Context: an optimization exercise on an open-source flow, tuned for small area, a short achievable clock period and few clock cycles per item. The choices shown serve that exercise and are no tape-out recipe.

Setup of ember:
==> flow/design.v (excerpt) <==
module mul_pipe_unit #(
    parameter int XLEN   = 32,
    parameter int STAGES = 3,
    parameter int TAG_W  = 5
) (
    input  logic              CLK_0,
    input  logic              RST_0,
    input  logic              in_valid,
    output logic              in_ready,
    input  logic [1:0]        in_op,
    input  logic [XLEN-1:0]   in_a,
    input  logic [XLEN-1:0]   in_b,
    input  logic [TAG_W-1:0]  in_tag,
    output logic              out_valid,
    input  logic              out_ready,
    output logic [XLEN-1:0]   out_result,
    output logic [TAG_W-1:0]  out_tag
);
    logic adv;
    logic v1, v2;
    assign adv      = !v2 || out_ready;
    assign in_ready = adv;
    always_ff @(posedge CLK_0) begin
        if (RST_0) begin
            v1 <= 1'b0;
            v2 <= 1'b0;
        end else if (adv) begin
            v1 <= in_valid;
            v2 <= v1;
        end
    end
    logic [32:0] a_ext;
    logic [33:0] b_ext;    
    logic [33:0] b_lo;     
    logic [16:0] one_d, two_d, neg_d;
    assign a_ext = {(in_op != 2'b11) & in_a[31], in_a};
    assign b_ext = {{2{!in_op[1] & in_b[31]}}, in_b};
    assign b_lo  = {b_ext[32:0], 1'b0};
    always_comb begin
        for (int i = 0; i < 17; i++) begin
            one_d[i] = b_ext[2*i] ^ b_lo[2*i];
            two_d[i] = (b_ext[2*i+1] & !b_ext[2*i] & !b_lo[2*i]) | (!b_ext[2*i+1] & b_ext[2*i] & b_lo[2*i]);
            neg_d[i] = b_ext[2*i+1];
        end
    end
    logic [32:0]      a_nq;                  
    logic [16:0]      bone_nq, btwo_nq;      
    logic [16:0]      bneg_q;
    logic             mul_q1;
    logic [TAG_W-1:0] tag_q1;
    always_ff @(posedge CLK_0) begin
        if (adv) begin
            a_nq    <= ~a_ext;
            bone_nq <= ~one_d;
            btwo_nq <= ~two_d;
            bneg_q <= neg_d;
            mul_q1 <= (in_op == 2'b00);
            tag_q1 <= in_tag;
        end
    end
    logic [577:0] pp;
    logic [16:0]  ppn;
    logic [34:0]  an_sh;
    assign an_sh = {a_nq[32], a_nq, 1'b1};    
    always_comb begin
        for (int i = 0; i < 17; i++) begin
            for (int j = 0; j < 34; j++) begin
                pp[i*34+j] = !((bone_nq[i] | an_sh[j+1]) & (btwo_nq[i] | an_sh[j])) ^ bneg_q[i];
            end
  ...
==> flow/config.mk <==
export PLATFORM = sky130hd
export DESIGN_NAME = mul_pipe_unit
export DESIGN_NICKNAME = mul_pipe_unit
export VERILOG_FILES = /design/flow/design.v
export SDC_FILE = /design/flow/constraint.sdc
export NUM_CORES = 4
export LEC_CHECK = 0
export ABC_AREA = 1
export CAP_MARGIN = 20
export CORE_MARGIN = 2
export CORE_UTILIZATION = 40
export SETUP_SLACK_MARGIN = 5
export SLEW_MARGIN = 20
export SYNTH_HIERARCHICAL = 1
==> flow/constraint.sdc <==
create_clock -name core_clock -period 10.0 [get_ports {CLK_0}]
set_input_delay 2.0000 -clock core_clock [delete_from_list [all_inputs] [get_ports {CLK_0}]]
set_output_delay 2.0000 -clock core_clock [all_outputs]
set_load 0.01 [all_outputs]
standard.sh (not shown) runs the stock make flow with config.mk's settings and CLKGATE_MAP_FILE= SYNTH_SCRIPT=/design/flow/synth_recipe.tcl, a recipe that flattens the netlist after the stock synthesis.
==> flow/flow/run.sh <==
#!/bin/bash
# Own layout flow: the standard ORFS flow with the standard synthesis unchanged;
# the port buffers are plain sky130_fd_sc_hd__buf_1 cells. make's full output
# goes to flow_make.log here; ORFS's per-step logs are under orfs/logs/.
set -euo pipefail
bash standard.sh "BUFFER_PORTS_ARGS=-buffer_cell sky130_fd_sc_hd__buf_1"  finish > flow_make.log 2>&1
diff inputs: ember => onyx
--- a/flow/design.v
+++ b/flow/design.v
@@ -35,45 +35,44 @@
     logic [16:0] one_d, two_d, neg_d;
     assign a_ext = {(in_op != 2'b11) & in_a[31], in_a};
     assign b_ext = {{2{!in_op[1] & in_b[31]}}, in_b};
     assign b_lo  = {b_ext[32:0], 1'b0};
     always_comb begin
         for (int i = 0; i < 17; i++) begin
             one_d[i] = b_ext[2*i] ^ b_lo[2*i];
             two_d[i] = (b_ext[2*i+1] & !b_ext[2*i] & !b_lo[2*i]) | (!b_ext[2*i+1] & b_ext[2*i] & b_lo[2*i]);
             neg_d[i] = b_ext[2*i+1];
         end
     end
-    logic [32:0]      a_nq;                  
-    logic [16:0]      bone_nq, btwo_nq;      
-    logic [16:0]      bneg_q;
+    logic [32:0]      a_q;
+    logic [16:0]      bone_q, btwo_q, bneg_q;
     logic             mul_q1;
     logic [TAG_W-1:0] tag_q1;
     always_ff @(posedge CLK_0) begin
         if (adv) begin
-            a_nq    <= ~a_ext;
-            bone_nq <= ~one_d;
-            btwo_nq <= ~two_d;
+            a_q    <= a_ext;
+            bone_q <= one_d;
+            btwo_q <= two_d;
             bneg_q <= neg_d;
             mul_q1 <= (in_op == 2'b00);
             tag_q1 <= in_tag;
         end
     end
     logic [577:0] pp;
     logic [16:0]  ppn;
-    logic [34:0]  an_sh;
-    assign an_sh = {a_nq[32], a_nq, 1'b1};    
+    logic [34:0]  a_sh;
+    assign a_sh = {a_q[32], a_q, 1'b0};    
     always_comb begin
         for (int i = 0; i < 17; i++) begin
             for (int j = 0; j < 34; j++) begin
-                pp[i*34+j] = !((bone_nq[i] | an_sh[j+1]) & (btwo_nq[i] | an_sh[j])) ^ bneg_q[i];
+                pp[i*34+j] = ((bone_q[i] & a_sh[j+1]) | (btwo_q[i] & a_sh[j])) ^ bneg_q[i];
             end
             ppn[i] = !pp[i*34+33];
         end
     end
     logic k0;
     logic k1;
     logic k2;
     logic k3;
     logic k4;
     logic k5;
     logic k6;
Notes after the runs:
The final layout from onyx, which completed every stage, passed the timing, design-rule and antenna checks at the end of the flow. ember: flow completed, timing, DRC and antenna clean. onyx against ember; number of placed instances, taps included is up slightly. Number of iterations in the first detailed-routing pass, onyx and ember, lower one = ember. Summary of the comparison: count of instances resized after the clock tree is built is higher in onyx, relative to ember. | count of endpoints failing setup in the final report | onyx vs ember | ≈ equal |. onyx vs ember — non-clock buffer count climbed slightly.
Function was not checked in any run of this note: the RTL went through the layout flow alone.

## what the ideal ports hide
The flow's constraints put no driver on any port. The routed layouts listed below were extracted and timed again, unchanged, in two steps.
Step 1: set_driving_cell puts a clkbuf_16 on CLK_0 and a buf_2 on each other input, an assumption about the parent block.
Step 2 times the ports against the registers' clock, not the clock port: input delays grow and output delays shrink by t, the midpoint of the rising clock arrivals with the driver on.
a / b / c = ideal / step 1 / step 2; a / b = the first two.
run | shift t [ns] | setup WS [ns] | slew at the worst register clock pin (ns) | worst slew at a driven data input, ns | pins driven straight from the clock port
ember | 0.550 | 5.152 / 5.152 / 5.152 | 0.08 / 0.08 | 0.05 | 1
onyx | 0.558 | 5.088 / 5.088 / 5.088 | 0.08 / 0.08 | 0.06 | 1
After both steps every run listed still meets setup and hold.
